From an optimization exercise on the open Yosys and OpenROAD flow, aimed at small area, a short achievable clock period and few clock cycles; shortcuts taken in it are not production practice.
RTL that was checked went through simulation tests only; none was proved equivalent to the original.
Only the layout flow was run in runs 5 to 7; the RTL was not checked for function there.
The flow treats the clock pin as an ideal source, which a real chip does not have.
Power figures rest on the tool's default switching activity, not on a simulated workload.

--- flow/flatten_clock.tcl ---
set log [open $::env(FLATTEN_CLOCK_LOG) w]
set block [ord::get_db_block]
set port [$block findBTerm clk_i]
set pnet [$port getNet]
set roots [$pnet getITerms]
puts $log "clock port drives [llength $roots] cell pin(s)"
if {[llength $roots] == 1} {
  set rin [lindex $roots 0]
  set root [$rin getInst]
  set rout [$root findITerm X]
  set rnet [$rout getNet]
  set sinks {}
  set ok [string match "sky130_fd_sc_hd__clkbuf_*" [[$root getMaster] getName]]
  foreach s [$rnet getITerms] {
    if {[$s getInst] eq $root} { continue }
    if {![string match "sky130_fd_sc_hd__clkbuf_*" [[[$s getInst] getMaster] getName]]} { set ok 0 }
    lappend sinks $s
  }
  if {$ok && [llength $sinks] >= 1 && [llength $sinks] <= 4} {
    foreach s $sinks {
      $s disconnect
      $s connect $pnet
    }
    $rout disconnect
    $rin disconnect
    puts $log "removed [$root getName]: port now drives [llength $sinks] clock buffers"
    odb::dbInst_destroy $root
    odb::dbNet_destroy $rnet
  } else {
    puts $log "kept the root buffer: [llength $sinks] loads, all clock buffers: $ok"
  }
}
estimate_parasitics -placement
close $log
--- standard.sh ---
#!/bin/bash
# synth_recipe.tcl (not shown) runs the flow's synth.tcl, then flattens the netlist and writes it again
# the make line also repeats each setting of config.mk as NAME=value (left out here)
make -C /OpenROAD-flow-scripts/flow DESIGN_CONFIG=/design/flow/config.mk WORK_HOME=/design/flow/orfs CLKGATE_MAP_FILE= SYNTH_SCRIPT=/design/flow/synth_recipe.tcl "${@:-finish}"
--- constraint.sdc ---
create_clock -name core_clock -period 6.0 [get_ports {clk_i}]
set_input_delay 1.2000 -clock core_clock [delete_from_list [all_inputs] [get_ports {clk_i}]]
set_output_delay 1.2000 -clock core_clock [all_outputs]
set_load 0.01 [all_outputs]
--- config.mk ---
export PLATFORM = sky130hd
export DESIGN_NAME = mean_and_median_of_set
export DESIGN_NICKNAME = mean_and_median_of_set
export VERILOG_FILES = /design/flow/design.v
export SDC_FILE = /design/flow/constraint.sdc
export NUM_CORES = 4
export LEC_CHECK = 0
export ABC_CLOCK_PERIOD_IN_PS = 2200
export CAP_MARGIN = 20
export CORE_MARGIN = 2
export CORE_UTILIZATION = 70
export CTS_CLUSTER_DIAMETER = 80
export CTS_CLUSTER_SIZE = 20
export PLACE_DENSITY = 0.8
export SETUP_SLACK_MARGIN = 3.65
export SLEW_MARGIN = 20
--- flow/run.sh ---
#!/bin/bash
# The standard layout (standard.sh), with one change to the clock tree: after
# clock tree synthesis, the root clock buffer, which only passes the clock on
# to the two branch buffers, is taken out, so the clock port drives the branch
# buffers directly. Every register keeps the same number of buffers (two)
# between the clock port and its clock pin; only the whole tree gets faster.
# Tool output goes to standard.log and flatten_clock.log.
here=$(pwd)
export POST_CTS_TCL="$here/flow/flatten_clock.tcl"
export FLATTEN_CLOCK_LOG="$here/flatten_clock.log"
bash standard.sh > standard.log 2>&1
--- design.v ---
package mams_pkg;
  localparam int unsigned ResponseW = 4;
  localparam int unsigned CountW    = 8;
  localparam int unsigned TotalW    = 11;
  localparam int unsigned MeanW     = 12;
  localparam int unsigned MedianW   = 4;
  localparam int unsigned FracBits  = 8;
  localparam int unsigned RecW = CountW + TotalW + MedianW + 1;
endpackage
module mams_cell (
  input  logic       clk_i,
  input  logic       clr_i,
  input  logic       inc_i,
  input  logic [6:0] k_i,
  output logic       flag_o
);
  logic [6:0] c_q;
  logic [6:0] g, e;
  logic       g65, e65, g43, e43, g21, e21, g63, e63, g20, e20, gt, eq;
  assign g = c_q & ~k_i;
  assign e = ~(c_q ^ k_i);
  assign g65 = g[6] | (e[6] & g[5]);
  assign e65 = e[6] & e[5];
  assign g43 = g[4] | (e[4] & g[3]);
  assign e43 = e[4] & e[3];
  assign g21 = g[2] | (e[2] & g[1]);
  assign e21 = e[2] & e[1];
  assign g63 = g65 | (e65 & g43);
  assign e63 = e65 & e43;
  assign g20 = g21 | (e21 & g[0]);
  assign e20 = e21 & e[0];
  assign gt  = g63 | (e63 & g20);
  assign eq  = e63 & e20;
  assign flag_o = clr_i ? inc_i : (gt | (inc_i & eq));
  logic [6:0] sum;
  logic       co;
  assign {co, sum} = {1'b0, c_q} + {7'd0, inc_i};
  always_ff @(posedge clk_i) begin
    if (clr_i) c_q <= {6'd0, inc_i};
    else       c_q <= sum | {7{co}};
  end
endmodule
module mams_div (
  input  logic                      clk_i,
  input  logic                      rst_ni,
  input  logic                      load_i,
  input  logic [mams_pkg::RecW-1:0] rec_i,
  output logic                      free_o,    
  output logic                      soon_o,    
  output logic                      valid_o,
  output logic [7:0]                count_o,
  output logic [10:0]               total_o,
  output logic [11:0]               mean_o,
  output logic [3:0]                median_o,
  output logic                      overflow_o
);
  logic [3:0]  cnt_q;      
  logic        run_q;
  logic        valid_q;
  logic [7:0]  dn_q;
  logic [10:0] dt_q;
  logic [3:0]  dm_q;
  logic        do_q;
  logic [11:0] q_q;
  logic [7:0]  rem_q;
  logic [7:0]  rc;
  logic [10:0] rs;
  logic [8:0]  trial;
  logic [8:0]  step;
  logic        sub;
  assign {rc, rs} = rec_i[mams_pkg::RecW-1:5];
  assign sub   = !rem_q[7];
  assign trial = {rem_q, q_q[11]};
  assign step  = trial + ({1'b0, dn_q} ^ {9{sub}}) + {8'd0, sub};
  assign free_o = !run_q;
  assign soon_o = run_q ? cnt_q <= 4'd3 : !load_i;
  always_ff @(posedge clk_i or negedge rst_ni) begin
    if (!rst_ni) begin
      run_q   <= 1'b0;
      valid_q <= 1'b0;
      cnt_q   <= '0;
    end else begin
      valid_q <= run_q && cnt_q == 4'd1;
      if (load_i) begin
        run_q <= 1'b1;
        cnt_q <= 4'd12;
      end else if (run_q) begin
        cnt_q <= cnt_q - 4'd1;
        if (cnt_q == 4'd1) run_q <= 1'b0;
      end
    end
  end
  always_ff @(posedge clk_i) begin
    if (load_i) begin
      {dn_q, dt_q, dm_q, do_q} <= rec_i;
    end
  end
  always_ff @(posedge clk_i) begin
    if (load_i) begin
      rem_q <= {1'b0, rs[10:4]};
      q_q   <= {rs[3:0], 8'd0};
    end else begin
      rem_q <= step[7:0];
      q_q   <= {q_q[10:0], !step[8]};
    end
  end
  assign valid_o    = valid_q;
  assign count_o    = dn_q;
  assign total_o    = dt_q;
  assign mean_o     = q_q;
  assign median_o   = dm_q;
  assign overflow_o = do_q;
endmodule
module mean_and_median_of_set (
  input  logic                           clk_i,
  input  logic                           rst_ni,
  input  logic                           start,
  output logic                           busy,
  input  logic [mams_pkg::ResponseW-1:0] response_i,
  input  logic                           last_i,
  output logic                           valid_o,
  output logic [mams_pkg::CountW-1:0]    count_o,
  output logic [mams_pkg::TotalW-1:0]    total_o,
  output logic [mams_pkg::MeanW-1:0]     mean_q8_o,
  output logic [mams_pkg::MedianW-1:0]   median_o,
  output logic                           overflow_o
);
  logic       busy_q;
  logic       in_v;       
  logic       in_keep;    
  logic [3:0] in_x;
  logic       in_last;
  logic       take;
  logic       room;       
  assign busy = busy_q;
  assign take = start && !busy_q;
  always_ff @(posedge clk_i or negedge rst_ni) begin
    if (!rst_ni) begin
      in_v    <= 1'b0;
      in_keep <= 1'b0;
    end else begin
      in_v    <= take;
      in_keep <= take && room;
    end
  end
  always_ff @(posedge clk_i) begin
    in_x    <= response_i;
    in_last <= last_i;
  end
  logic        fresh_q;    
  logic        rec_v_q;    
  logic        close;
  logic [6:0]  k_q;        
  logic        p_q;        
  logic [14:0] flag_q;     
  logic [7:0]  cnt;
  logic [3:0]  slo_q;      
  logic [6:0]  shi_q;      
  logic        sc_q;       
  logic [6:0]  shi;
  logic [4:0]  slo;
  logic        ovf_q;
  logic [14:0] flag;
  logic [15:0] f;
  logic [3:0]  med;
  logic [mams_pkg::RecW-1:0] rec;
  assign close = in_v && in_last;
  assign room  = close || fresh_q || !(k_q[6] && (!p_q || in_keep));
  always_ff @(posedge clk_i or negedge rst_ni) begin
    if (!rst_ni) begin
      fresh_q <= 1'b1;
      rec_v_q <= 1'b0;
    end else begin
      fresh_q <= close;
      rec_v_q <= close;
    end
  end
  always_ff @(posedge clk_i) begin
    if (fresh_q) begin
      k_q   <= {6'd0, in_keep};
      p_q   <= in_keep;
      ovf_q <= in_v && !in_keep;
    end else begin
      k_q   <= k_q + {6'd0, in_keep && !p_q};
      p_q   <= p_q ^ in_keep;
      ovf_q <= ovf_q || (in_v && !in_keep);
    end
  end
  assign shi = shi_q + {6'd0, sc_q};
  assign slo = (fresh_q ? 5'd0 : {1'b0, slo_q}) + (in_keep ? {1'b0, in_x} : 5'd0);
  always_ff @(posedge clk_i) begin
    slo_q <= slo[3:0];
    sc_q  <= slo[4];
    shi_q <= fresh_q ? 7'd0 : shi;
  end
  for (genvar v = 0; v < 15; v++) begin : g_cum
    mams_cell u_cell (
      .clk_i (clk_i),
      .clr_i (fresh_q),
      .inc_i (in_keep && (in_x <= 4'(v))),
      .k_i   (k_q),
      .flag_o(flag[v])
    );
  end
  always_ff @(posedge clk_i) begin
    flag_q <= flag;
  end
  assign f = {1'b1, flag_q};
  always_comb begin
    med[3] = !f[7];
    med[2] = (f[7] && !f[3]) || (f[15] && !f[11]);
    med[1] = 1'b0;
    for (int j = 0; j < 4; j++) med[1] = med[1] || (f[4*j+3] && !f[4*j+1]);
    med[0] = 1'b0;
    for (int j = 0; j < 8; j++) med[0] = med[0] || (f[2*j+1] && !f[2*j]);
  end
  assign cnt = p_q ? {k_q - 7'd1, 1'b1} : {k_q, 1'b0};
  assign rec = {cnt, shi, slo_q, med, ovf_q};
  logic [mams_pkg::RecW-1:0] slot0_q, slot1_q;
  logic       ge1_q, ge2_q;    
  logic       ge1_d, ge2_d;
  logic       div_free, div_soon, div_load;
  logic       pop, push;
  logic [mams_pkg::RecW-1:0] div_rec;
  assign div_load = div_free && ge1_q;
  assign div_rec  = slot0_q;
  assign pop      = div_load;
  assign push     = rec_v_q;
  always_comb begin
    ge1_d = ge1_q;
    ge2_d = ge2_q;
    if (push && !pop) begin
      ge1_d = 1'b1;
      ge2_d = ge1_q;
    end else if (pop && !push) begin
      ge1_d = ge2_q;
      ge2_d = 1'b0;
    end
  end
  always_ff @(posedge clk_i or negedge rst_ni) begin
    if (!rst_ni) begin
      ge1_q <= 1'b0;
      ge2_q <= 1'b0;
    end else begin
      ge1_q <= ge1_d;
      ge2_q <= ge2_d;
    end
  end
  always_ff @(posedge clk_i) begin
    if (!ge1_q || pop) slot0_q <= ge2_q ? slot1_q : rec;
    if (rec_v_q)       slot1_q <= rec;
  end
  logic ca, cb, due2, due3;
  assign ca   = close;
  assign cb   = take && last_i;
  assign due2 = ge2_d || (ge1_d && (ca || cb)) || (ca && cb);
  assign due3 = (ge2_d && (ca || cb)) || (ge1_d && ca && cb);
  always_ff @(posedge clk_i or negedge rst_ni) begin
    if (!rst_ni) busy_q <= 1'b0;
    else         busy_q <= div_soon ? due3 : due2;
  end
  mams_div u_div (
    .clk_i     (clk_i),
    .rst_ni    (rst_ni),
    .load_i    (div_load),
    .rec_i     (div_rec),
    .free_o    (div_free),
    .soon_o    (div_soon),
    .valid_o   (valid_o),
    .count_o   (count_o),
    .total_o   (total_o),
    .mean_o    (mean_q8_o),
    .median_o  (median_o),
    .overflow_o(overflow_o)
  );
endmodule
==> flow_summary_export.csv, run 1 <==
group,metric,value,unit
worst_setup_path,critPathCaptureType,"primary output",
sta,min_period_over_period,38.6,%
min_path,hp-class,"flip-flop to flip-flop",
clock_network,clock_sinks,251,
synth,synth_top_area_cell,"dfxtp_1",
cells_and_area,fillCellCount,1168,
route,drc_errors,0,
route,wl_met1,11500,microns
synth,synth.top_cell.area_share,26.4,%
cells_and_area,drive_above_1_share,8.10,%
sta,whs,0.423,ns
route,ant_nets,0,
cells_and_area,n_antenna_cell,0,
sta,finalClockSkew,0.0155,ns
power,power,6.06,mW
worst_setup_path,r2r_start,"k_q[1]$_SDFF_PP0_",
cells_and_area,fin_util,78.1,%
worst_setup_path,cp_max_fo,4,
worst_setup_path,rrSetupSlack,3.72,ns
synth,synth-edff-count,72,
synth,ys_seq_area_share,46.2,%
route,met2_length,13100,microns
route,wl_met3,1280,microns
worst_setup_path,cpLargestDelayFamily,"flip-flops",
sta,setup_viol,0,
synth,yosysMostFrequentCell,"dfxtp_1",
power,power.leakage,5.92,nW
cells_and_area,syn_to_final_growth,10.5,%
placement,dp_hpwl,17500,microns
synth,ys_types,64,
global_routing,grt_pass1_vias,8941,
synth,syn-num-nets,1388,
worst_setup_path,critPathKind,"flip-flop to primary output",
sta,slew_headroom,27.3,%
synth,synth_common_cells,"dfxtp_1 (166), ha_1 (155), a21oi_1 (110)",
placement,place_area,13200,sq um
worst_setup_path,worstPathArrival,1.12,ns
sta,worst_pin_slew,1.09,ns
worst_setup_path,crit_slowest_cell,"edfxtp_1",
route,num_vias,9263,
sta,clock.fmax,432,MHz
sta,slew_violations,0,
power,vdd_drop_max,0.000381,V
worst_setup_path,startpoint_type,"flip-flop",
placement,dpl.cell_count,1468,
global_routing,grt_max_degree,102,
run,maxCapViolations,0,
synth,syn_area_per_cell,10.3,sq um
global_routing,grt_use_total,27.0,%
clock_network,clk_pin_slew_worst_paths,0.08,ns
worst_setup_path,r2r-end,"flag_q[11]$_DFF_P_",
route,vias_per_cell,6.07,
sta,min_period,2.32,ns
worst_setup_path,critPathBufInv,1,
sta,tns,0,ns
global_routing,antenna_found_initial,0,
synth,ys_ff_latch,251,
die,initial_core_util,70.7,%
placement,portBuffers,45,
worst_setup_path,cp-startpoint,"u_div.dn_q[0]$_DFFE_PP_",
sta,rsz0062_at_grt,"false",
cells_and_area,fin_cells,1526,
synth,synth.area.top_cells,"dfxtp_1 (26%), edfxtp_1 (17%), ha_1 (15%)",
die,fp-row-count,49,
worst_setup_path,critPathMaxStageDelay,0.44,ns
sta,layout_setup_ws,3.68,ns
synth,synthCells,1223,
cells_and_area,nets,1452,
worst_setup_path,cp-endpoint,"count_o[0]",
power,power.density,436,nW/um^2
clock_network,clk_latency,0.36,ns
route,avgRoutedWirePerCell,17.3,microns
die,io_pins,46,
cells_and_area,fin_area,13900,sq um
global_routing,grt_pass1_wl,43200,microns
synth,async_flop_share,5.18,%
global_routing,grt_overflow,0,
route,first_iter_violations,508,
worst_setup_path,path_depth,1,
placement,place.gp.congestion,0.849,
placement,place_ws,3.49,ns
synth,netlist_area,12600,sq um
route,first_pass_iters,5,
route,top_layer,"met4",
synth,yosys_warnings,3,
worst_setup_path,reg2reg_depth,5,
die,design.die.area,19100,sq um
worst_setup_path,worstPathCellList,"dlygate4sd2_1",
die,coreArea,17800,sq um
route,drt_wl_total,26300,microns
die,die_w,138,microns
run_status,status,"timing/DRC/antenna clean",
die,dieHeight,138,microns
clock_network,cts_tree,"yes",
worst_setup_path,crit_required,4.80,ns
synth,synthFlopType,"dfxtp_1",
sta,hold_viol_final,0,
sequential cells by signal, indices dropped and copies added (netlist names), 4 cells and up:
name / flops
slot1_q: 24
shi_q: 7
u_div.rem_q: 8
u_div.dn_q: 8
g_cum.u_cell.c_q: 105
u_div.cnt_q: 4
slo_q: 4
u_div.dm_q: 4
u_div.dt_q: 11
u_div.q_q: 12
flag_q: 15
k_q: 7
slot0_q: 24
in_x: 4
how the worst min path moves through the flow:
stage | from | end | slack [ns] | cells after the start
detailed placement | slot0_q[20]$_DFFE_PP_ | u_div.dn_q[4]$_DFFE_PP_ | 0.41 | 0
global route | slot0_q[17]$_DFFE_PP_ | u_div.dn_q[1]$_DFFE_PP_ | 0.43 | 0
floorplan | in_last$_DFF_P_ | fresh_q$_DFF_PN1_ | 0.40 | 2
finish | slot0_q[17]$_DFFE_PP_ | u_div.dn_q[1]$_DFFE_PP_ | 0.42 | 0
global placement | slot0_q[23]$_DFFE_PP_ | u_div.dn_q[7]$_DFFE_PP_ | 0.40 | 0
cell families (layout without fill, tap and decap cells):
group,count (synthesis),after routing,share of synthesized area (%)
AOI/OAI and AO/OA,264,264,12.6
xor gates and xnor gates,69,69,4.81
adders and majority gates,157,157,15.7
buffers and inverters,84,158,2.59
DFF,251,251,46.2
muxes,26,26,2.30
and+or+nand+nor,372,372,15.7
final cells by class:
cell class | instances | area (sq um) | area share [%]
clock inverter | 2 | 11.3 | 0.0811
sequential | 251 | 5820 | 41.9
timing repair buffer | 80 | 673 | 4.85
timing repair inverter | 1 | 5.00 | 0.0360
inverter | 50 | 215 | 1.55
multi-input combinational | 888 | 6450 | 46.4
clock buffer | 25 | 434 | 3.13
tap | 229 | 287 | 2.06
power by group:
part | switching (mW) | total [mW] | internal (mW)
combinational | 1.23 | 2.34 | 1.12
sequential | 0.374 | 2.66 | 2.29
clock | 0.551 | 1.05 | 0.503
total | 2.15 | 6.06 | 3.91
metal layers:
metal	vias up	global-route usage, %
li1	4630	-
met1	4395	35.1
met2	205	48.3
met3	33	2.98
met4	0	7.25
met5	-	0
cell usage in the layout, fill, tap and decap left out, types with 35 or more instances in the layout:
cell and n:
nand3_1 60, ha_1 155, and3_1 35, o21ai_0 53, nand2_1 51, nor3_1 37, dfxtp_1 164, inv_1 42
a21oi_1 109, nor2_1 71, xnor2_1 46, edfxtp_1 72
Testbench counts, summed over its fixed seeds: cycles 54,465.
==> run 2, diff against run 1 <==
--- a/config.mk
+++ b/config.mk
@@ -13,4 +13,4 @@
 export CTS_CLUSTER_SIZE = 20
 export PLACE_DENSITY = 0.8
-export SETUP_SLACK_MARGIN = 3.65
+export SETUP_SLACK_MARGIN = 3.8
 export SLEW_MARGIN = 20
==> run 2 against run 1 <==
First-iteration DRC count is 5.9% higher; largest cell class unchanged; worst setup slack better by 0.17 ns; clock skew is 0.0060 ns lower; sequential share of layout area is 0.14 points lower; core utilization is 0.56 points higher; sequential power hardly changed; design area is 0.71% higher; maximum frequency is 8.1% higher; count of clock-buffer cells in the layout is 2 lower; worst hold slack better by 0.0024 ns; synthesized cell count stayed put.
==> flow_summary_export.csv, run 2 <==
group,metric,value,unit
power,power.internal,4.00,mW
cells_and_area,layout.cells.most_common_list,"ha_1 (155), dfxtp_1 (152), a21oi_1 (108)",
placement,place_ws,3.15,ns
min_path,hp-class,"flip-flop to flip-flop",
worst_setup_path,startpoint_type,"flip-flop",
worst_setup_path,crit_slowest_cell,"edfxtp_1",
worst_setup_path,cp_max_fo,5,
sta,slew_violations,0,
synth,yosysMostFrequentCell,"dfxtp_1",
power,vdd_drop_max,0.000464,V
power,swShare,35.4,%
worst_setup_path,critPathBufInv,3,
die,initial_core_util,70.7,%
sta,layout_setup_ws,3.86,ns
worst_setup_path,worstPathArrival,2.42,ns
sta,finalClockSkew,0.00953,ns
power,power,6.20,mW
min_path,min_to,"u_div.dn_q[4]$_DFFE_PP_",
cells_and_area,syn_to_final_growth,11.2,%
sta,rsz0062_at_grt,"true",
clock_network,cts_tree,"yes",
placement,dpl.cell_count,1466,
route,first_pass_iters,5,
clock_network,clock_sinks,251,
die,io_pins,46,
die,fp-row-count,49,
cells_and_area,largest-register,"g_cum.u_cell.c_q",
global_routing,grt_pass1_vias,9178,
die,die_w,138,microns
global_routing,antenna_found_initial,0,
route,vias_per_cell,6.14,
worst_setup_path,worstPathCellList,"buf_4 -> xnor2_1 -> ha_1 -> buf_4 -> buf_4 -> a41o_4 -> a2111o_1 -> o211ai_1",
run,maxCapViolations,0,
placement,portBuffers,45,
cells_and_area,final_common_cell,"ha_1",
min_path,holdPathStages,0,
worst_setup_path,r2r-end,"u_div.rem_q[7]$_SDFF_PP0_",
worst_setup_path,critPathCaptureType,"flip-flop",
route,drc_errors,0,
route,first_iter_violations,538,
die,coreArea,17800,sq um
worst_setup_path,cpMostUsedCell,"buf_4",
synth,synth-edff-count,72,
sta,min_period,2.14,ns
power,switchingPower,2.19,mW
cells_and_area,fin_util,78.7,%
worst_setup_path,crit_required,6.27,ns
cells_and_area,top_regs,"g_cum.u_cell.c_q: 105 flops, slot0_q: 24 flops, slot1_q: 24 flops",
die,dieHeight,138,microns
sta,hold_viol_final,0,
synth,synthFlopType,"dfxtp_1",
synth,synth.top_cell.area_share,26.4,%
sta,tns,0,ns
synth,ys_types,64,
cells_and_area,largest_reg_flops,105,
global_routing,grt_overflow,0,
route,ant_nets,0,
synth,syn_area_per_cell,10.3,sq um
cells_and_area,drive_above_1_share,13.1,%
power,p_seq_share,43.2,%
global_routing,grt_use_total,28.4,%
sta,clock.fmax,467,MHz
power,pwr-share-comb,39.3,%
power,p_clk_share,17.5,%
route,num_vias,9419,
clock_network,clk_pin_slew_worst_paths,0.09,ns
global_routing,grt_max_degree,56,
worst_setup_path,r2r_start,"u_div.dn_q[2]$_DFFE_PP_",
synth,netlist_area,12600,sq um
sta,setup_viol,0,
cells_and_area,fillCellCount,1168,
synth,synth.area.top_cells,"dfxtp_1 (26%), edfxtp_1 (17%), ha_1 (15%)",
synth,ys_ff_latch,251,
power,power.density,443,nW/um^2
placement,place.gp.congestion,0.866,
sta,min_period_over_period,35.7,%
worst_setup_path,rrSetupSlack,3.86,ns
run_status,status,"timing/DRC/antenna clean",
synth,syn-num-nets,1388,
synth,synthCells,1223,
min_path,min_from,"slot0_q[20]$_DFFE_PP_",
clock_network,clk_latency,0.35,ns
worst_setup_path,critPathMaxStageDelay,0.41,ns
cells_and_area,fin_cells,1535,
placement,dp_hpwl,17300,microns
synth,async_flop_share,5.18,%
route,drt_wl_total,27600,microns
synth,ys_seq_area_share,46.2,%
global_routing,grt_pass1_wl,45300,microns
power,power.leakage,5.98,nW
sta,slew_headroom,30.2,%
worst_setup_path,cpLargestDelayFamily,"compound AO/OA/AOI/OAI gates",
die,design.die.area,19100,sq um
cells_and_area,nets,1463,
worst_setup_path,reg2reg_depth,8,
synth,synth_top_area_cell,"dfxtp_1",
cells_and_area,n_antenna_cell,0,
route,avgRoutedWirePerCell,18.0,microns
worst_setup_path,critPathKind,"flip-flop to flip-flop",
synth,synth_common_cells,"dfxtp_1 (166), ha_1 (155), a21oi_1 (110)",
synth,yosys_warnings,3,
sta,worst_pin_slew,1.05,ns
run 2: cell counts after synthesis:
No cell type changed its count.
run 2: metal layers:
| layer | vias to the layer above | global-route usage (%) | wire (microns) |
|---|---|---|---|
| met5 | - | 0 | 0 |
| met4 | 0 | 8.22 | 852 |
| met3 | 71 | 3.43 | 1290 |
| met2 | 264 | 49.1 | 13400 |
| met1 | 4453 | 38.0 | 12100 |
| li1 | 4631 | - | - |
run 2: cell type report:
class,instances,area (sq um),share of cell area [%]
well taps,229,287,2.05
repair buffers,92,681,4.86
flip-flops and latches,251,5840,41.8
clock buffers,23,427,3.05
inverters,50,215,1.54
clock inverters,2,37.5,0.268
multi-input cells,888,6500,46.5
run 2: worst max-delay path by stage:
stage | from | endpoint | slack [ns] | cells past startpoint
after global routing | in_x[2]$_DFF_P_ | g_cum[12].u_cell.c_q[6]$_SDFF_PP0_ | 3.75 | 9
final | u_div.dn_q[2]$_DFFE_PP_ | u_div.rem_q[7]$_SDFF_PP0_ | 3.86 | 8
after detailed placement | fresh_q$_DFF_PN1_ | flag_q[1]$_DFF_P_ | 3.15 | 3
after floorplan | fresh_q$_DFF_PN1_ | sc_q$_DFF_P_ | 3.86 | 7
after global placement | fresh_q$_DFF_PN1_ | flag_q[1]$_DFF_P_ | 3.12 | 3
run 2: stage by stage:
stage	hold slack, ns	instance area, sq um
global route	0.430	14000
detailed placement	0.406	13200
finish	0.425	14000
floorplan	0.395	12600
global placement	0.402	13200
run 2: cell families after synthesis:
family | Yosys count | synth area share (%)
and+or+nand+nor | 372 | 15.7
buffers and inverters | 84 | 2.59
muxes | 26 | 2.30
DFF | 251 | 46.2
xor gates and xnor gates | 69 | 4.81
adders and majority gates | 157 | 15.7
AOI/OAI and AO/OA | 264 | 12.6
run 2: power groups by stage:
stage / logic [mW] / registers [mW] / clock network [mW]
after global routing: 2.75 / 2.73 / 1.16
after detailed placement: 2.27 / 2.71 / 0
final: 2.44 / 2.68 / 1.08
after global placement: 2.17 / 2.68 / 0
after floorplan: 1.76 / 2.55 / 0
run 2: worst register-to-register path: cells and delay by family (launching register included):
family	cells	cell delay, ns
buffers and inverters	3	0.43
AOI/OAI and AO/OA	3	0.77
DFF	1	0.41
adders and majority gates	1	0.34
xor gates and xnor gates	1	0.11
==> run 3, diff against run 2 <==
--- a/config.mk
+++ b/config.mk
@@ -6,10 +6,9 @@
 export NUM_CORES = 4
 export LEC_CHECK = 0
-export ABC_CLOCK_PERIOD_IN_PS = 2200
 export CAP_MARGIN = 20
 export CORE_MARGIN = 2
 export CORE_UTILIZATION = 70
-export CTS_CLUSTER_DIAMETER = 80
-export CTS_CLUSTER_SIZE = 20
+export CTS_CLUSTER_DIAMETER = 60
+export CTS_CLUSTER_SIZE = 16
 export PLACE_DENSITY = 0.8
 export SETUP_SLACK_MARGIN = 3.8
==> run 3 against run 2 <==
Global-route usage up 0.72 points; first-iteration DRC count up 8.2%; non-clock buffer count grew 2; worst hold slack got worse by 0.00070 ns; critical path depth fell by 1; sequential power barely moved; worst setup slack worse by 0.037 ns; wire length is 2.3% higher; clock skew grew 0.0032 ns; register-to-register slack got worse by 0.04 ns; sequential cell count unchanged; critical endpoint is now u_div.rem_q[6]$_DFF_P_; largest cell class unchanged.
==> flow_summary_export.csv, run 3 <==
group,metric,value,unit
run_status,status,"timing/DRC/antenna clean",
route,drt_wl_total,28200,microns
power,power.density,457,nW/um^2
placement,place_area,13200,sq um
synth,syn_area_per_cell,10.3,sq um
power,vdd_drop_max,0.000441,V
sta,setup_viol,0,
cells_and_area,largest-register,"g_cum.u_cell.c_q",
cells_and_area,top_regs,"g_cum.u_cell.c_q: 105 flops, slot0_q: 24 flops, slot1_q: 24 flops",
worst_setup_path,worstPathArrival,2.51,ns
power,power.leakage,6.09,nW
sta,worst_pin_slew,1.04,ns
clock_network,clk_latency,0.38,ns
sta,min_period,2.18,ns
synth,synth_top_area_cell,"dfxtp_1",
synth,ys_types,64,
global_routing,antenna_found_initial,0,
sta,finalClockSkew,0.0127,ns
die,dieHeight,138,microns
worst_setup_path,cpLargestDelayFamily,"simple AND/OR/NAND/NOR gates",
power,power,6.47,mW
synth,ys_seq_area_share,46.2,%
global_routing,grt_max_degree,56,
synth,netlist_area,12600,sq um
synth,yosys_warnings,3,
die,design.die.area,19100,sq um
sta,slew_violations,0,
worst_setup_path,crit_required,6.33,ns
route,first_pass_iters,6,
sta,min_period_over_period,36.3,%
route,avgRoutedWirePerCell,18.2,microns
worst_setup_path,critPathKind,"flip-flop to flip-flop",
cells_and_area,nets,1470,
sta,hold_viol_final,0,
clock_network,clk_pin_slew_worst_paths,0.08,ns
worst_setup_path,critPathBufInv,1,
clock_network,cts_tree,"yes",
cells_and_area,final_common_cell,"ha_1",
route,first_iter_violations,582,
synth,synth_common_cells,"dfxtp_1 (166), ha_1 (155), a21oi_1 (110)",
synth,async_flop_share,5.18,%
placement,dpl.cell_count,1466,
sta,slew_headroom,30.7,%
global_routing,grt_overflow,0,
die,io_pins,46,
min_path,hp-class,"flip-flop to flip-flop",
global_routing,grt_use_total,29.1,%
worst_setup_path,cp_max_fo,4,
cells_and_area,fin_cells,1547,
synth,synthCells,1223,
cells_and_area,largest_reg_flops,105,
cells_and_area,fin_util,79.7,%
worst_setup_path,startpoint_type,"flip-flop",
worst_setup_path,crit_slowest_cell,"or4_1",
die,initial_core_util,70.7,%
synth,synthFlopType,"dfxtp_1",
cells_and_area,syn_to_final_growth,12.7,%
sta,clock.fmax,459,MHz
sta,tns,0,ns
cells_and_area,layout.cells.most_common_list,"ha_1 (155), dfxtp_1 (152), a21oi_1 (108)",
route,drc_errors,0,
synth,synth-edff-count,72,
sta,rsz0062_at_grt,"true",
cells_and_area,fillCellCount,1113,
placement,place.gp.congestion,0.866,
worst_setup_path,critPathMaxStageDelay,0.48,ns
die,fp-row-count,49,
die,die_w,138,microns
cells_and_area,drive_above_1_share,13.7,%
die,coreArea,17800,sq um
synth,yosysMostFrequentCell,"dfxtp_1",
worst_setup_path,critPathCaptureType,"flip-flop",
route,num_vias,9490,
route,vias_per_cell,6.13,
cells_and_area,fin_area,14200,sq um
global_routing,grt_pass1_vias,9405,
synth,synth.area.top_cells,"dfxtp_1 (26%), edfxtp_1 (17%), ha_1 (15%)",
cells_and_area,n_antenna_cell,0,
route,ant_nets,0,
synth,syn-num-nets,1388,
run,maxCapViolations,0,
placement,portBuffers,45,
worst_setup_path,worstPathCellList,"buf_4 -> xnor2_1 -> ha_1 -> nor2b_2 -> o31a_1 -> or4_1 -> nand3_1",
placement,dp_hpwl,17300,microns
synth,ys_ff_latch,251,
synth,synth.top_cell.area_share,26.4,%
global_routing,grt_pass1_wl,46200,microns
clock_network,clock_sinks,251,
run 3: through the flow:
stage | hold slack, ns | setup WS [ns]
after floorplan | 0.395 | 3.86
final | 0.425 | 3.82
after global routing | 0.430 | 3.70
after detailed placement | 0.406 | 3.15
after global placement | 0.402 | 3.12
run 3: cell families (layout without fill, tap and decap cells):
| group | after synthesis | in the layout | share of synthesized area (%) |
|---|---|---|---|
| mux | 26 | 26 | 2.30 |
| simple gates | 372 | 372 | 15.7 |
| buf+inv | 84 | 179 | 2.59 |
| xor+xnor | 69 | 69 | 4.81 |
| flops | 251 | 251 | 46.2 |
| compound gates | 264 | 264 | 12.6 |
| fa+ha+maj | 157 | 157 | 15.7 |
run 3: metal layers:
metal  routed length (microns)  part of all wire [%]  GRT usage [%]  vias up
li1                          -                     -              -     4661
met1                     12000                    42           37.3     4479
met2                     13800                    49           50.9      268
met3                      1370                   4.9           3.57       82
met4                      1100                   3.9           11.2        0
met5                         0                     0              0        -
run 3: layout make-up:
class / instances / area [sq um] / share of cell area [%]
multi-input combinational: 888 / 6480 / 45.7
sequential: 251 / 5840 / 41.2
timing repair buffer: 94 / 703 / 4.96
clock buffer: 27 / 537 / 3.79
tap: 229 / 287 / 2.02
inverter: 50 / 215 / 1.52
clock inverter: 8 / 109 / 0.768
run 3: report_power, final:
part	internal (mW)	total [mW]	switching (mW)	leakage [nW]
combinational	1.17	2.46	1.29	3.60
sequential	2.30	2.68	0.385	2.18
clock	0.724	1.34	0.614	0.313
total	4.19	6.47	2.29	6.09
run 3: final timing paths:
kind | start | slack, ns | cells after the start | to
max | u_div.dn_q[2]$_DFFE_PP_ | 3.82 | 7 | u_div.rem_q[6]$_DFF_P_
max reg2reg | u_div.dn_q[2]$_DFFE_PP_ | 3.82 | 7 | u_div.rem_q[6]$_DFF_P_
min | slot0_q[17]$_DFFE_PP_ | 0.42 | 0 | u_div.dn_q[1]$_DFFE_PP_
max in group asynchronous | rst_ni | 4.35 | 1 | u_div.run_q$_DFF_PN0_
min in group asynchronous | rst_ni | 1.20 | 1 | u_div.cnt_q[0]$_DFFE_PN0P_
min reg2reg | slot0_q[17]$_DFFE_PP_ | 0.42 | 0 | u_div.dn_q[1]$_DFFE_PP_
==> run 4, diff against run 3 <==
--- a/config.mk
+++ b/config.mk
@@ -8,8 +8,8 @@
 export CAP_MARGIN = 20
 export CORE_MARGIN = 2
-export CORE_UTILIZATION = 70
-export CTS_CLUSTER_DIAMETER = 60
-export CTS_CLUSTER_SIZE = 16
-export PLACE_DENSITY = 0.8
+export CORE_UTILIZATION = 65
+export CTS_CLUSTER_DIAMETER = 80
+export CTS_CLUSTER_SIZE = 20
+export PLACE_DENSITY = 0.75
 export SETUP_SLACK_MARGIN = 3.8
 export SLEW_MARGIN = 20
==> run 4 against run 3 <==
Power decreased by 6.7%; worst setup slack got worse by 0.011 ns; combinational power decreased by 4%; critical path depth decreased by 1; core utilization decreased by 5.3 points; synthesized cell count unchanged; critical endpoint is now sc_q$_DFF_P_; highest routed layer unchanged.
==> flow_summary_export.csv, run 4 <==
group,metric,value,unit
clock_network,cts_tree,"yes",
worst_setup_path,critPathMaxStageDelay,0.78,ns
synth,yosys.area_share.xor_xnor,4.81,%
synth,synthAdderAreaFrac,15.7,%
die,fp-row-count,50,
route,drc_errors,0,
power,switchingPower,2.12,mW
synth,synth_common_cells,"dfxtp_1 (166), ha_1 (155), a21oi_1 (110)",
worst_setup_path,r2r-end,"sc_q$_DFF_P_",
cells_and_area,top_regs,"g_cum.u_cell.c_q: 105 flops, slot0_q: 24 flops, slot1_q: 24 flops",
sta,slew_headroom,29.0,%
synth,syn-num-nets,1388,
synth,yosys_warnings,3,
worst_setup_path,cpMostUsedCell,"a21o_1",
synth,async_flop_share,5.18,%
synth,synth.top_cell.area_share,26.4,%
synth,synthMuxAreaShare,2.30,%
synth,ys_ff_latch,251,
sta,min_period,2.19,ns
cells_and_area,syn_to_final_growth,11.4,%
die,coreArea,18800,sq um
die,io_pins,46,
route,drt_wl_total,26100,microns
sta,slew_violations,0,
worst_setup_path,worstPathArrival,2.45,ns
route,num_vias,9334,
run_status,status,"timing/DRC/antenna clean",
global_routing,grt_pass1_wl,42700,microns
synth,synthSimpleGateAreaFrac,15.7,%
synth,synthFlopType,"dfxtp_1",
cells_and_area,fin_cells,1564,
die,die_w,143,microns
worst_setup_path,critPathCaptureType,"flip-flop",
placement,dp_hpwl,16900,microns
min_path,hp-class,"flip-flop to flip-flop",
cells_and_area,layout.cells.most_common_list,"ha_1 (155), dfxtp_1 (152), a21oi_1 (108)",
worst_setup_path,cp-endpoint,"sc_q$_DFF_P_",
route,ant_nets,0,
synth,synth_top_family_by_area,"adder cells",
power,power.density,431,nW/um^2
synth,netlist_area,12600,sq um
synth,synth-edff-count,72,
worst_setup_path,crit_slowest_cell,"dfstp_4",
cells_and_area,fin_util,74.4,%
synth,synth_top_area_cell,"dfxtp_1",
global_routing,grt_pass1_vias,8830,
synth,synthCells,1223,
cells_and_area,n_antenna_cell,0,
worst_setup_path,reg2reg_depth,6,
clock_network,clk_pin_slew_worst_paths,0.09,ns
synth,synth_compound_area_share,12.6,%
synth,yosysMostFrequentCell,"dfxtp_1",
power,p_clk_share,17.1,%
run,maxCapViolations,0,
sta,rsz0062_at_grt,"true",
worst_setup_path,rrSetupSlack,3.81,ns
power,power.internal,3.92,mW
die,dieHeight,143,microns
route,vias_per_cell,5.97,
power,swShare,35.1,%
sta,clock.fmax,456,MHz
worst_setup_path,cp_max_fo,37,
synth,synth.area.top_cells,"dfxtp_1 (26%), edfxtp_1 (17%), ha_1 (15%)",
global_routing,grt_overflow,0,
placement,portBuffers,45,
route,first_pass_iters,5,
die,initial_core_util,66.8,%
cells_and_area,final_common_cell,"ha_1",
synth,syn_area_per_cell,10.3,sq um
synth,ys_seq_area_share,46.2,%
sta,tns,0,ns
cells_and_area,largest-register,"g_cum.u_cell.c_q",
cells_and_area,largest_reg_flops,105,
cells_and_area,nets,1460,
worst_setup_path,worstPathCellList,"buf_16 -> nor2b_1 -> ha_1 -> fa_1 -> a21o_1 -> a21o_1",
power,pwr-share-comb,39.0,%
clock_network,clock_sinks,251,
die,design.die.area,20500,sq um
worst_setup_path,r2r_start,"fresh_q$_DFF_PN1_",
worst_setup_path,startpoint_type,"flip-flop",
worst_setup_path,crit_required,6.26,ns
sta,hold_viol_final,0,
route,avgRoutedWirePerCell,16.7,microns
clock_network,clk_latency,0.35,ns
power,power.leakage,5.98,nW
sta,min_period_over_period,36.5,%
power,vdd_drop_max,0.000287,V
power,p_seq_share,43.9,%
sta,setup_viol,0,
worst_setup_path,critPathKind,"flip-flop to flip-flop",
global_routing,antenna_found_initial,0,
sta,worst_pin_slew,1.07,ns
sta,finalClockSkew,0.00988,ns
worst_setup_path,cp-startpoint,"fresh_q$_DFF_PN1_",
route,first_iter_violations,638,
placement,dpl.cell_count,1498,
global_routing,grt_use_total,25.6,%
placement,place.gp.congestion,0.865,
global_routing,grt_max_degree,74,
cells_and_area,drive_above_1_share,12.4,%
synth,ys_types,64,
run 4: power groups by stage:
stage               Clock, mW  Combinational (mW)  Sequential [mW]
global route             1.12                2.68             2.71
detailed placement          0                2.26             2.70
global placement            0                2.19             2.69
finish                   1.03                2.35             2.65
floorplan                   0                1.76             2.55
run 4: critical path, delay by kind of cell, from the launching register on:
| kind | cells | cell delay [ns] |
|---|---|---|
| compound gates | 2 | 0.36 |
| simple gates | 1 | 0.08 |
| fa+ha+maj | 2 | 0.62 |
| buf+inv | 1 | 0.22 |
| flops | 1 | 0.78 |
run 4: metrics by stage:
step | area [sq um] | power (mW) | setup WS, ns | hold slack, ns
after floorplan | 12600 | 4.31 | 3.86 | 0.395
after global placement | 13200 | 4.87 | 3.00 | 0.401
after detailed placement | 13200 | 4.96 | 2.99 | 0.405
after global routing | 14000 | 6.51 | 3.73 | 0.435
final | 14000 | 6.04 | 3.81 | 0.425
run 4: logic make-up (layout without fill, tap and decap cells):
family | after synthesis | in the layout
and+or+nand+nor | 372 | 372
AOI/OAI and AO/OA | 264 | 264
DFF | 251 | 251
buffers and inverters | 84 | 165
xor gates and xnor gates | 69 | 69
muxes | 26 | 26
adders and majority gates | 157 | 157
run 4: per-layer routing:
| layer | vias to the layer above | track usage (%) | routed length (microns) |
|---|---|---|---|
| li1 | 4643 | - | - |
| met1 | 4447 | 33.7 | 11900 |
| met2 | 205 | 45.4 | 12500 |
| met3 | 39 | 2.88 | 1120 |
| met4 | 0 | 6.20 | 522 |
| met5 | - | 0 | 0 |
run 4: layout make-up:
cell class                      count  area, sq um
Clock buffer                       23          427
Clock inverter                      3         15.0
Fill cell                        1374         4820
Inverter                           50          214
Multi-Input combinational cell    888         6470
Sequential cell                   251         5840
Tap cell                          260          325
Timing Repair Buffer               89          714
run 4: worst min path at each step:
stage / start / endpoint / slack (ns) / depth (start not counted)
floorplan: in_last$_DFF_P_ / fresh_q$_DFF_PN1_ / 0.40 / 2
global placement: slot0_q[17]$_DFFE_PP_ / u_div.dn_q[1]$_DFFE_PP_ / 0.40 / 0
detailed placement: slot0_q[22]$_DFFE_PP_ / u_div.dn_q[6]$_DFFE_PP_ / 0.40 / 0
global route: slot0_q[16]$_DFFE_PP_ / u_div.dn_q[0]$_DFFE_PP_ / 0.43 / 0
finish: slot0_q[22]$_DFFE_PP_ / u_div.dn_q[6]$_DFFE_PP_ / 0.42 / 0
==> run 5, diff against run 4 <==
--- a/design.v
+++ b/design.v
@@ -217,46 +217,26 @@
   assign cnt = p_q ? {k_q - 7'd1, 1'b1} : {k_q, 1'b0};
   assign rec = {cnt, shi, slo_q, med, ovf_q};
-  logic [mams_pkg::RecW-1:0] slot0_q, slot1_q;
-  logic       ge1_q, ge2_q;    
-  logic       ge1_d, ge2_d;
+  logic [mams_pkg::RecW-1:0] slot_q;
+  logic       fill_q, fill_d;
   logic       div_free, div_soon, div_load;
-  logic       pop, push;
   logic [mams_pkg::RecW-1:0] div_rec;
-  assign div_load = div_free && ge1_q;
-  assign div_rec  = slot0_q;
-  assign pop      = div_load;
-  assign push     = rec_v_q;
-  always_comb begin
-    ge1_d = ge1_q;
-    ge2_d = ge2_q;
-    if (push && !pop) begin
-      ge1_d = 1'b1;
-      ge2_d = ge1_q;
-    end else if (pop && !push) begin
-      ge1_d = ge2_q;
-      ge2_d = 1'b0;
-    end
-  end
-  always_ff @(posedge clk_i or negedge rst_ni) begin
-    if (!rst_ni) begin
-      ge1_q <= 1'b0;
-      ge2_q <= 1'b0;
-    end else begin
-      ge1_q <= ge1_d;
-      ge2_q <= ge2_d;
-    end
-  end
-  always_ff @(posedge clk_i) begin
-    if (!ge1_q || pop) slot0_q <= ge2_q ? slot1_q : rec;
-    if (rec_v_q)       slot1_q <= rec;
-  end
-  logic ca, cb, due2, due3;
+  assign div_load = div_free && (fill_q || rec_v_q);
+  assign div_rec  = fill_q ? slot_q : rec;
+  assign fill_d   = rec_v_q ? !(div_load && !fill_q) : (fill_q && !div_load);
+  always_ff @(posedge clk_i or negedge rst_ni) begin
+    if (!rst_ni) fill_q <= 1'b0;
+    else         fill_q <= fill_d;
+  end
+  always_ff @(posedge clk_i) begin
+    if (rec_v_q) slot_q <= rec;
+  end
+  logic ca, cb, due1, due2;
   assign ca   = close;
   assign cb   = take && last_i;
-  assign due2 = ge2_d || (ge1_d && (ca || cb)) || (ca && cb);
-  assign due3 = (ge2_d && (ca || cb)) || (ge1_d && ca && cb);
+  assign due1 = fill_d || ca || cb;
+  assign due2 = (fill_d && (ca || cb)) || (ca && cb);
   always_ff @(posedge clk_i or negedge rst_ni) begin
     if (!rst_ni) busy_q <= 1'b0;
-    else         busy_q <= div_soon ? due3 : due2;
+    else         busy_q <= div_soon ? due2 : due1;
   end
   mams_div u_div (
--- a/config.mk
+++ b/config.mk
@@ -6,10 +6,11 @@
 export NUM_CORES = 4
 export LEC_CHECK = 0
+export ABC_CLOCK_PERIOD_IN_PS = 2200
 export CAP_MARGIN = 20
 export CORE_MARGIN = 2
-export CORE_UTILIZATION = 65
+export CORE_UTILIZATION = 70
 export CTS_CLUSTER_DIAMETER = 80
 export CTS_CLUSTER_SIZE = 20
-export PLACE_DENSITY = 0.75
+export PLACE_DENSITY = 0.8
 export SETUP_SLACK_MARGIN = 3.8
 export SLEW_MARGIN = 20
==> run 5 against run 4 <==
Critical path depth fell by 4; via count fell by 3.6%; critical path type is now flip-flop to primary output; maximum frequency fell by 3.2%; largest power group is now combinational cells; die area fell by 13%; synthesized cell count fell by 4.7%; largest cell class unchanged; clock skew rose by 0.011 ns; still clean; core utilization rose by 5.6 points; register-to-register slack got worse by 0.07 ns.
==> flow_summary_export.csv, run 5 <==
group,metric,value,unit
worst_setup_path,r2r-end,"u_div.rem_q[7]$_SDFF_PN0_",
synth,async_flop_share,5.31,%
worst_setup_path,worstPathArrival,1.06,ns
synth,yosysMostFrequentCell,"dfxtp_1",
sta,setup_viol,0,
clock_network,cts_tree,"yes",
min_path,min_from,"u_div.q_q[2]$_SDFF_PN0_",
synth,synth-edff-count,48,
cells_and_area,top_regs,"g_cum.u_cell.c_q: 105 flops, slot_q: 24 flops, flag_q: 15 flops",
clock_network,clk_latency,0.35,ns
sta,min_period_over_period,37.7,%
synth,syn_area_per_cell,10.0,sq um
global_routing,grt_pass1_wl,41900,microns
worst_setup_path,critPathKind,"flip-flop to primary output",
power,power.internal,3.68,mW
synth,synth.area.top_cells,"dfxtp_1 (28%), ha_1 (17%), edfxtp_1 (12%)",
worst_setup_path,worstPathCellList,"buf_4 -> buf_2",
synth,synthCells,1166,
die,die_w,133,microns
synth,ys_ff_latch,226,
route,ant_nets,0,
min_path,hp-class,"flip-flop to flip-flop",
sta,whs,0.454,ns
cells_and_area,syn_to_final_growth,12.5,%
sta,slew_headroom,62.7,%
cells_and_area,seq_area,5090,sq um
route,drc_errors,0,
cells_and_area,n_antenna_cell,0,
run_status,status,"timing/DRC/antenna clean",
route,vias_per_cell,6.12,
cells_and_area,fin_area,13200,sq um
global_routing,grt_overflow,0,
route,first_iter_violations,589,
cells_and_area,fillCellCount,1040,
worst_setup_path,startpoint_type,"flip-flop",
worst_setup_path,reg2reg_depth,8,
worst_setup_path,cp_max_fo,2,
cells_and_area,fin_cells,1470,
global_routing,grt_pass1_vias,8560,
cells_and_area,largest_reg_flops,105,
synth,ys_seq_area_share,43.2,%
power,swShare,36.6,%
cells_and_area,final_common_cell,"ha_1",
worst_setup_path,crit_required,4.80,ns
power,switchingPower,2.12,mW
run,maxCapViolations,0,
synth,yosys_warnings,3,
die,io_pins,46,
synth,synthSimpleGateAreaFrac,15.2,%
synth,ys_types,66,
synth,synth_top_family_by_area,"adder cells",
worst_setup_path,crit_slowest_cell,"edfxtp_1",
global_routing,grt_max_degree,81,
route,avgRoutedWirePerCell,18.0,microns
placement,place_ws,3.18,ns
synth,synth_top_area_cell,"dfxtp_1",
sta,worst_pin_slew,0.557,ns
worst_setup_path,critPathMaxStageDelay,0.43,ns
placement,place.gp.congestion,0.825,
die,coreArea,16500,sq um
power,pwr-share-comb,43.4,%
cells_and_area,layout.cells.most_common_list,"ha_1 (153), dfxtp_1 (152), a21oi_1 (104)",
sta,slew_violations,0,
worst_setup_path,rrSetupSlack,3.74,ns
die,dieHeight,133,microns
min_path,min_to,"u_div.q_q[3]$_SDFF_PN0_",
die,design.die.area,17800,sq um
power,power.density,441,nW/um^2
clock_network,clock_sinks,226,
placement,portBuffers,45,
global_routing,grt_use_total,28.7,%
placement,dpl.cell_count,1401,
synth,synth.top_cell.area_share,28.4,%
synth,synthMuxAreaShare,2.94,%
clock_network,clk_pin_slew_worst_paths,0.08,ns
cells_and_area,largest-register,"g_cum.u_cell.c_q",
synth,synthFlopType,"dfxtp_1",
sta,finalClockSkew,0.0206,ns
sta,layout_setup_ws,3.74,ns
power,vdd_drop_max,0.000349,V
die,initial_core_util,71.2,%
sta,tns,0,ns
placement,place_area,12300,sq um
cells_and_area,nets,1409,
sta,rsz0062_at_grt,"true",
die,fp-row-count,47,
synth,synth_compound_area_share,13.2,%
sta,hold_viol_final,0,
global_routing,antenna_found_initial,0,
placement,dp_hpwl,16800,microns
power,p_seq_share,40.3,%
sta,min_period,2.26,ns
power,power.leakage,5.84,nW
worst_setup_path,r2r_start,"u_div.dn_q[2]$_DFFE_PN_",
synth,synth_common_cells,"dfxtp_1 (166), ha_1 (155), a21oi_1 (105)",
synth,netlist_area,11700,sq um
route,first_pass_iters,5,
power,p_clk_share,16.3,%
synth,yosys.area_share.xor_xnor,5.46,%
min_path,holdPathStages,1,
cells_and_area,multiInputGateArea,6450,sq um
synth,synthAdderAreaFrac,16.9,%
route,num_vias,8997,
sta,clock.fmax,442,MHz
worst_setup_path,critPathCaptureType,"primary output",
route,drt_wl_total,26500,microns
cells_and_area,drive_above_1_share,14.6,%
synth,syn-num-nets,1331,
-- run 5: cell count changes in the layout (fill, tap and decap cells not counted), sizes merged, moves of 7 or more --
cell	previous run	this run
inv	42	50
edfxtp	72	48
nor3	38	26
nand4	24	17
nand2b	9	1
nand3b	0	8
a21o	13	22
-- run 5: area by class of cell --
class                   count  share of cell area [%]
flip-flops and latches    226                    38.7
inverters                  57                    1.86
multi-input cells         850                    49.0
repair buffers             95                    5.36
clock buffers              21                    2.93
well taps                 220                    2.09
clock inverters             1                   0.123
-- run 5: power groups by stage --
stage	Clock, mW	Sequential (mW)	Combinational (mW)
2_1_floorplan	0	2.26	1.66
3_3_place_gp	0	2.35	2.10
3_5_place_dp	0	2.36	2.19
5_1_grt	1.01	2.38	2.79
6_report	0.947	2.34	2.52
-- run 5: stage by stage --
| step | utilization [%] | power [mW] |
|---|---|---|
| final | 80.0 | 5.81 |
| after detailed placement | 74.9 | 4.55 |
| after floorplan | - | 3.91 |
| after global routing | 80.0 | 6.18 |
| after global placement | 74.9 | 4.45 |
-- run 5: worst max-delay path by stage --
stage | slack [ns] | from | to | cells after the start
3_5_place_dp | 3.18 | fresh_q$_DFF_PN1_ | flag_q[3]$_DFF_P_ | 5
3_3_place_gp | 3.22 | fresh_q$_DFF_PN1_ | flag_q[3]$_DFF_P_ | 5
2_1_floorplan | 3.84 | rec_v_q$_DFF_PN0_ | u_div.q_q[10]$_DFF_P_ | 6
6_report | 3.74 | u_div.dn_q[0]$_DFFE_PN_ | count_o[0] | 2
5_1_grt | 3.70 | u_div.dn_q[0]$_DFFE_PN_ | count_o[0] | 2
-- run 5: logic make-up after synthesis --
group,after synthesis
AO/OA/AOI/OAI,252
XOR/XNOR,73
adder cells (fa/ha/maj),157
buffers and inverters,90
flip-flops,226
multiplexers,31
AND/OR/NAND/NOR,337
-- run 5: worst max-delay path: cells and delay by family (launching register included) --
family                 cells  cell delay [ns]
flip-flops                 1             0.43
buffers and inverters      2             0.29
-- run 5: routing by layer --
layer	wire (microns)	part of all wire (%)	GRT usage, %
met1	11800	45	39.2
met2	12700	48	48.8
met3	1370	5.2	3.61
met4	613	2.3	7.15
met5	0	0	0
==> run 6, diff against run 5 <==
--- a/config.mk
+++ b/config.mk
@@ -13,4 +13,4 @@
 export CTS_CLUSTER_SIZE = 20
 export PLACE_DENSITY = 0.8
-export SETUP_SLACK_MARGIN = 3.8
+export SETUP_SLACK_MARGIN = 3.9
 export SLEW_MARGIN = 20
==> run 6 against run 5 <==
Clock power shrank 0.5%; worst hold slack gained 0.010 ns; critical path depth grew 6; non-clock buffer count grew 3; area after synthesis is the same; core utilization grew 1.3 points; highest routed layer unchanged.
==> flow_summary_export.csv, run 6 <==
group,metric,value,unit
run_status,status,"timing/DRC/antenna clean",
synth,synthFlopType,"dfxtp_1",
synth,async_flop_share,5.31,%
synth,synth.area.top_cells,"dfxtp_1 (28%), ha_1 (17%), edfxtp_1 (12%)",
cells_and_area,syn_to_final_growth,14.3,%
power,pwr-share-comb,44.3,%
placement,place_ws,3.24,ns
synth,yosys_warnings,3,
worst_setup_path,worstPathArrival,2.49,ns
cells_and_area,layout.cells.most_common_list,"ha_1 (153), dfxtp_1 (146), a21oi_1 (101)",
clock_network,cts_tree,"yes",
clock_network,clk_latency,0.35,ns
global_routing,grt_pass1_vias,8392,
min_path,holdPathStages,1,
sta,slew_headroom,62.0,%
worst_setup_path,crit_slowest_cell,"or4_1",
sta,setup_viol,0,
route,ant_nets,0,
sta,finalClockSkew,0.0165,ns
run,maxCapViolations,0,
sta,min_period,2.21,ns
placement,dp_hpwl,16400,microns
cells_and_area,nets,1412,
cells_and_area,largest-register,"g_cum.u_cell.c_q",
route,drt_wl_total,27100,microns
die,initial_core_util,71.2,%
synth,syn_area_per_cell,10.0,sq um
cells_and_area,top_regs,"g_cum.u_cell.c_q: 105 flops, slot_q: 24 flops, flag_q: 15 flops",
placement,place_area,12400,sq um
cells_and_area,fillCellCount,1039,
sta,hold_viol_final,0,
cells_and_area,final_common_cell,"ha_1",
synth,synth.top_cell.area_share,28.4,%
power,switchingPower,2.14,mW
synth,ys_types,66,
sta,min_period_over_period,36.9,%
route,vias_per_cell,6.15,
global_routing,grt_overflow,0,
synth,synth_top_area_cell,"dfxtp_1",
sta,worst_pin_slew,0.568,ns
route,drc_errors,0,
power,p_seq_share,39.8,%
worst_setup_path,worstPathCellList,"buf_6 -> xnor2_4 -> ha_4 -> nand2_4 -> o311ai_4 -> o211ai_1 -> or4_1 -> nand3_1",
clock_network,clock_sinks,226,
worst_setup_path,r2r_start,"u_div.dn_q[1]$_DFFE_PN_",
power,power.density,441,nW/um^2
die,io_pins,46,
min_path,min_from,"u_div.q_q[5]$_SDFF_PN0_",
synth,ys_ff_latch,226,
placement,portBuffers,45,
route,first_iter_violations,523,
cells_and_area,n_antenna_cell,0,
synth,synthCells,1166,
worst_setup_path,cp_max_fo,3,
power,swShare,36.2,%
cells_and_area,drive_above_1_share,16.1,%
power,power,5.90,mW
cells_and_area,largest_reg_flops,105,
power,vdd_drop_max,0.000376,V
synth,synth-edff-count,48,
power,p_clk_share,16.0,%
sta,layout_setup_ws,3.79,ns
cells_and_area,fin_util,81.3,%
global_routing,grt_max_degree,93,
min_path,hp-class,"flip-flop to flip-flop",
die,die_w,133,microns
cells_and_area,fin_area,13400,sq um
route,avgRoutedWirePerCell,18.4,microns
power,power.internal,3.76,mW
synth,syn-num-nets,1331,
sta,clock.fmax,452,MHz
sta,rsz0062_at_grt,"true",
die,design.die.area,17800,sq um
synth,synth_common_cells,"dfxtp_1 (166), ha_1 (155), a21oi_1 (105)",
die,coreArea,16500,sq um
worst_setup_path,crit_required,6.28,ns
die,fp-row-count,47,
route,num_vias,9059,
worst_setup_path,startpoint_type,"flip-flop",
synth,netlist_area,11700,sq um
synth,yosysMostFrequentCell,"dfxtp_1",
clock_network,clk_pin_slew_worst_paths,0.08,ns
global_routing,antenna_found_initial,0,
route,first_pass_iters,5,
global_routing,grt_use_total,28.7,%
sta,slew_violations,0,
placement,place.gp.congestion,0.843,
die,dieHeight,133,microns
worst_setup_path,critPathCaptureType,"flip-flop",
power,power.leakage,5.91,nW
global_routing,grt_pass1_wl,41800,microns
worst_setup_path,critPathMaxStageDelay,0.54,ns
synth,ys_seq_area_share,43.2,%
worst_setup_path,critPathKind,"flip-flop to flip-flop",
worst_setup_path,cp-startpoint,"u_div.dn_q[1]$_DFFE_PN_",
worst_setup_path,reg2reg_depth,8,
sta,tns,0,ns
==> run 6: worst max-delay path, delay by kind of cell (launching register included) <==
family	cells	cell delay (ns)
buf+inv	1	0.15
compound gates	2	0.44
xor+xnor	1	0.14
flops	1	0.43
fa+ha+maj	1	0.30
simple gates	3	0.70
==> run 6: power groups by stage <==
stage / Combinational [mW] / Clock, mW / Sequential [mW]
detailed placement: 2.19 / 0 / 2.35
global placement: 2.11 / 0 / 2.34
global route: 2.91 / 1.01 / 2.39
floorplan: 1.66 / 0 / 2.26
finish: 2.61 / 0.942 / 2.35
==> run 6: path summary, 6_finish.rpt <==
check,end,slack (ns)
max in group asynchronous,rec_v_q$_DFF_PN0_,4.37
max,u_div.rem_q[7]$_SDFF_PN0_,3.79
min in group asynchronous,rec_v_q$_DFF_PN0_,1.21
max reg2reg,u_div.rem_q[7]$_SDFF_PN0_,3.79
min reg2reg,u_div.q_q[6]$_SDFF_PN0_,0.46
min,u_div.q_q[6]$_SDFF_PN0_,0.46
==> run 6: kinds of logic after synthesis <==
family / Yosys count / synth area share [%]
simple gates: 337 / 15.2
xor+xnor: 73 / 5.46
buf+inv: 90 / 3.01
fa+ha+maj: 157 / 16.9
mux: 31 / 2.94
flops: 226 / 43.2
compound gates: 252 / 13.2
==> run 6: area by class of cell <==
| type | count | area, sq um | share of cell area [%] |
|---|---|---|---|
| Clock buffer | 21 | 387 | 2.89 |
| Clock inverter | 2 | 16.3 | 0.122 |
| Inverter | 57 | 246 | 1.84 |
| Multi-Input combinational cell | 850 | 6510 | 48.6 |
| Sequential cell | 226 | 5110 | 38.2 |
| Tap cell | 220 | 275 | 2.06 |
| Timing Repair Buffer | 98 | 840 | 6.27 |
==> run 6: stage by stage <==
stage / instances / hold WS (ns)
floorplan: 1166 / 0.419
global placement: 1403 / 0.438
detailed placement: 1403 / 0.438
global route: 1474 / 0.485
finish: 1474 / 0.464
==> run 6: metal layers <==
metal	vias to the layer above	global-route usage, %	wire, microns
li1	4419	-	-
met1	4378	40.5	12100
met2	222	48.2	13100
met3	40	2.85	1290
met4	0	6.91	581
met5	-	0	0
==> run 7, diff against run 6 <==
--- a/design.v
+++ b/design.v
@@ -74,5 +74,5 @@
   assign step  = trial + ({1'b0, dn_q} ^ {9{sub}}) + {8'd0, sub};
   assign free_o = !run_q;
-  assign soon_o = run_q ? cnt_q <= 4'd3 : !load_i;
+  assign soon_o = !run_q || cnt_q <= 4'd2;
   always_ff @(posedge clk_i or negedge rst_ni) begin
     if (!rst_ni) begin
@@ -150,4 +150,5 @@
   logic        fresh_q;    
   logic        rec_v_q;    
+  logic        hold;       
   logic        close;
   logic [6:0]  k_q;        
@@ -172,10 +173,14 @@
       rec_v_q <= 1'b0;
     end else begin
-      fresh_q <= close;
-      rec_v_q <= close;
-    end
-  end
-  always_ff @(posedge clk_i) begin
-    if (fresh_q) begin
+      fresh_q <= close || hold;
+      rec_v_q <= close || hold;
+    end
+  end
+  always_ff @(posedge clk_i) begin
+    if (hold) begin
+      k_q   <= k_q;
+      p_q   <= p_q;
+      ovf_q <= ovf_q;
+    end else if (fresh_q) begin
       k_q   <= {6'd0, in_keep};
       p_q   <= in_keep;
@@ -190,7 +195,9 @@
   assign slo = (fresh_q ? 5'd0 : {1'b0, slo_q}) + (in_keep ? {1'b0, in_x} : 5'd0);
   always_ff @(posedge clk_i) begin
-    slo_q <= slo[3:0];
-    sc_q  <= slo[4];
-    shi_q <= fresh_q ? 7'd0 : shi;
+    if (!hold) begin
+      slo_q <= slo[3:0];
+      sc_q  <= slo[4];
+      shi_q <= fresh_q ? 7'd0 : shi;
+    end
   end
   for (genvar v = 0; v < 15; v++) begin : g_cum
@@ -204,5 +211,5 @@
   end
   always_ff @(posedge clk_i) begin
-    flag_q <= flag;
+    if (!hold) flag_q <= flag;
   end
   assign f = {1'b1, flag_q};
@@ -217,26 +224,17 @@
   assign cnt = p_q ? {k_q - 7'd1, 1'b1} : {k_q, 1'b0};
   assign rec = {cnt, shi, slo_q, med, ovf_q};
-  logic [mams_pkg::RecW-1:0] slot_q;
-  logic       fill_q, fill_d;
   logic       div_free, div_soon, div_load;
   logic [mams_pkg::RecW-1:0] div_rec;
-  assign div_load = div_free && (fill_q || rec_v_q);
-  assign div_rec  = fill_q ? slot_q : rec;
-  assign fill_d   = rec_v_q ? !(div_load && !fill_q) : (fill_q && !div_load);
-  always_ff @(posedge clk_i or negedge rst_ni) begin
-    if (!rst_ni) fill_q <= 1'b0;
-    else         fill_q <= fill_d;
-  end
-  always_ff @(posedge clk_i) begin
-    if (rec_v_q) slot_q <= rec;
-  end
-  logic ca, cb, due1, due2;
-  assign ca   = close;
-  assign cb   = take && last_i;
-  assign due1 = fill_d || ca || cb;
-  assign due2 = (fill_d && (ca || cb)) || (ca && cb);
+  assign hold     = rec_v_q && !div_free;
+  assign div_load = div_free && rec_v_q;
+  assign div_rec  = rec;
+  logic ca, cb, ge1, ge2;
+  assign ca  = close;
+  assign cb  = take && last_i;
+  assign ge1 = rec_v_q || ca || cb;
+  assign ge2 = (rec_v_q && (ca || cb)) || (ca && cb);
   always_ff @(posedge clk_i or negedge rst_ni) begin
     if (!rst_ni) busy_q <= 1'b0;
-    else         busy_q <= div_soon ? due2 : due1;
+    else         busy_q <= div_soon ? ge2 : ge1;
   end
   mams_div u_div (
--- a/config.mk
+++ b/config.mk
@@ -13,4 +13,4 @@
 export CTS_CLUSTER_SIZE = 20
 export PLACE_DENSITY = 0.8
-export SETUP_SLACK_MARGIN = 3.9
+export SETUP_SLACK_MARGIN = 3.8
 export SLEW_MARGIN = 20
==> run 7 against run 6 <==
Still clean on timing, DRC and antenna; first-iteration DRC count rose by 17%; critical path depth did not move; clock power fell by 2%; cell count fell by 3.8%; die area fell by 4.9%; largest cell class unchanged; largest power group unchanged.
==> flow_summary_export.csv, run 7 <==
group,metric,value,unit
worst_setup_path,startpoint_type,"flip-flop",
worst_setup_path,worstPathArrival,2.28,ns
route,ant_nets,0,
worst_setup_path,critPathKind,"flip-flop to flip-flop",
synth,async_flop_share,5.47,%
clock_network,cts_tree,"yes",
min_path,hp-class,"flip-flop to flip-flop",
placement,portBuffers,45,
min_path,holdPathStages,1,
power,p_seq_share,37.6,%
synth,synth.top_cell.area_share,23.4,%
sta,min_period,2.20,ns
worst_setup_path,cp-endpoint,"flag_q[6]$_DFFE_PN_",
global_routing,grt_use_met2,49.1,%
synth,yosysMostFrequentCell,"ha_1",
synth,ys_seq_area_share,42.1,%
cells_and_area,largest_reg_flops,105,
cells_and_area,seq_area,4710,sq um
route,drc_errors,0,
synth,ys_ff_latch,201,
die,initial_core_util,70.8,%
sta,slew_violations,0,
route,avgRoutedWirePerCell,17.6,microns
synth,synth_top_area_cell,"dfxtp_1",
sta,slew_headroom,37.1,%
global_routing,grt_pass1_wl,39300,microns
cells_and_area,final_common_cell,"ha_1",
die,design.die.area,16900,sq um
sta,tns,0,ns
synth,synth-edff-count,60,
synth,ys_types,68,
route,first_iter_violations,614,
power,power.internal,3.43,mW
clock_network,clock_sinks,201,
cells_and_area,drive_above_1_share,13.5,%
synth,synthCells,1117,
global_routing,busiest_layer,"met2",
power,switchingPower,2.20,mW
cells_and_area,largest-register,"g_cum.u_cell.c_q",
power,swShare,39.0,%
cells_and_area,fin_area,12600,sq um
worst_setup_path,r2r_start,"k_q[1]$_SDFFCE_PP0N_",
die,io_pins,46,
worst_setup_path,r2r-end,"flag_q[6]$_DFFE_PN_",
die,fp-row-count,46,
worst_setup_path,cp_max_fo,8,
power,pwr-share-comb,46.0,%
worst_setup_path,reg2reg_depth,8,
global_routing,use_met1,38.9,%
sta,rsz0062_at_grt,"true",
worst_setup_path,rrSetupSlack,3.80,ns
die,coreArea,15700,sq um
route,num_vias,8654,
power,vdd_drop_max,0.000431,V
power,p_clk_share,16.5,%
sta,setup_viol,0,
synth,netlist_area,11100,sq um
die,die_w,130,microns
synth,synth_common_cells,"ha_1 (156), dfxtp_1 (130), a21oi_1 (98)",
synth,yosys_warnings,3,
placement,dp_hpwl,15600,microns
power,power.leakage,5.56,nW
synth,syn_area_per_cell,9.96,sq um
sta,worst_pin_slew,0.942,ns
run,maxCapViolations,0,
global_routing,grt_util_met3,3.12,%
route,first_pass_iters,5,
run_status,status,"timing/DRC/antenna clean",
route,vias_per_cell,6.10,
clock_network,clk_pin_slew_worst_paths,0.09,ns
worst_setup_path,cp-startpoint,"k_q[1]$_SDFFCE_PP0N_",
==> run 7: cell count changes in the layout (fill, tap and decap cells not counted), moves of 6 or more <==
cell      delta
dfxtp_1     -28
mux2_2      -22
buf_6       -14
edfxtp_1    +12
o21ai_0     +12
buf_2       +11
nor2_1       +9
buf_4        -8
nand2_1      +8
nor3b_1      -8
and3_1       +7
a21oi_1      -6
nand2b_1     +6
xor2_1       -6
==> run 7: how the worst min path moves through the flow <==
stage	end	slack, ns
floorplan	u_div.do_q$_DFFE_PP_	0.43
global placement	u_div.do_q$_DFFE_PP_	0.44
detailed placement	u_div.do_q$_DFFE_PP_	0.44
global route	u_div.q_q[6]$_SDFF_PP0_	0.48
finish	u_div.q_q[3]$_SDFF_PP0_	0.46
==> run 7: cell families (layout without fill, tap and decap cells) <==
logic type / after synthesis / after routing / share of synthesized area, %
and+or+nand+nor: 340 / 340 / 15.9
adders and majority gates: 159 / 159 / 18.0
AOI/OAI and AO/OA: 255 / 255 / 14.4
buffers and inverters: 79 / 164 / 2.92
muxes: 13 / 13 / 1.23
xor gates and xnor gates: 70 / 70 / 5.51
DFF: 201 / 201 / 42.1
==> run 7: critical path, cell delays in order, from the launching register on <==
cell,delay [ns]
edfxtp_1,0.47
clkinvlp_4,0.19
buf_12,0.18
ha_1,0.32
a21o_1,0.16
a21oi_1,0.13
nor2_1,0.06
a2111oi_2,0.28
o21ai_0,0.14
==> run 7: through the flow <==
stage / worst slack, ns / cells / hold WS (ns) / util [%] / power, mW
after floorplan: 3.96 / 1117 / 0.428 / - / 3.67
after global placement: 3.38 / 1354 / 0.437 / 74.7 / 4.26
after detailed placement: 3.27 / 1354 / 0.440 / 74.7 / 4.34
after global routing: 3.64 / 1418 / 0.478 / 80.1 / 6.01
final: 3.80 / 1418 / 0.458 / 80.1 / 5.63
==> run 7: routing by layer <==
layer	vias to the layer above	part of all wire, %	wire (microns)
met5	-	0	0
met4	0	3.0	736
met3	55	4.9	1230
met2	257	48	12000
met1	4103	44	10900
li1	4239	-	-
==> run 7: final cells by class <==
class                   instances  share of cell area [%]
clock buffers                  20                    3.13
clock inverters                 3                   0.169
inverters                      52                    1.79
multi-input cells             837                    49.6
flip-flops and latches        201                    37.4
well taps                     216                    2.15
repair buffers                 89                    5.74
==> run 7: power groups by stage <==
stage / clock network [mW] / logic (mW) / registers, mW
3_3_place_gp: 0 / 2.11 / 2.15
6_report: 0.927 / 2.59 / 2.12
2_1_floorplan: 0 / 1.63 / 2.04
5_1_grt: 0.986 / 2.87 / 2.15
3_5_place_dp: 0 / 2.18 / 2.16

Setup slack of run 7, layout unchanged: 3.798 ns with ideal ports, 3.798 ns with driving cells assumed (clock clkbuf_16, inputs buf_2), 3.490 ns with port delays also shifted by the 0.397 ns mid clock arrival.
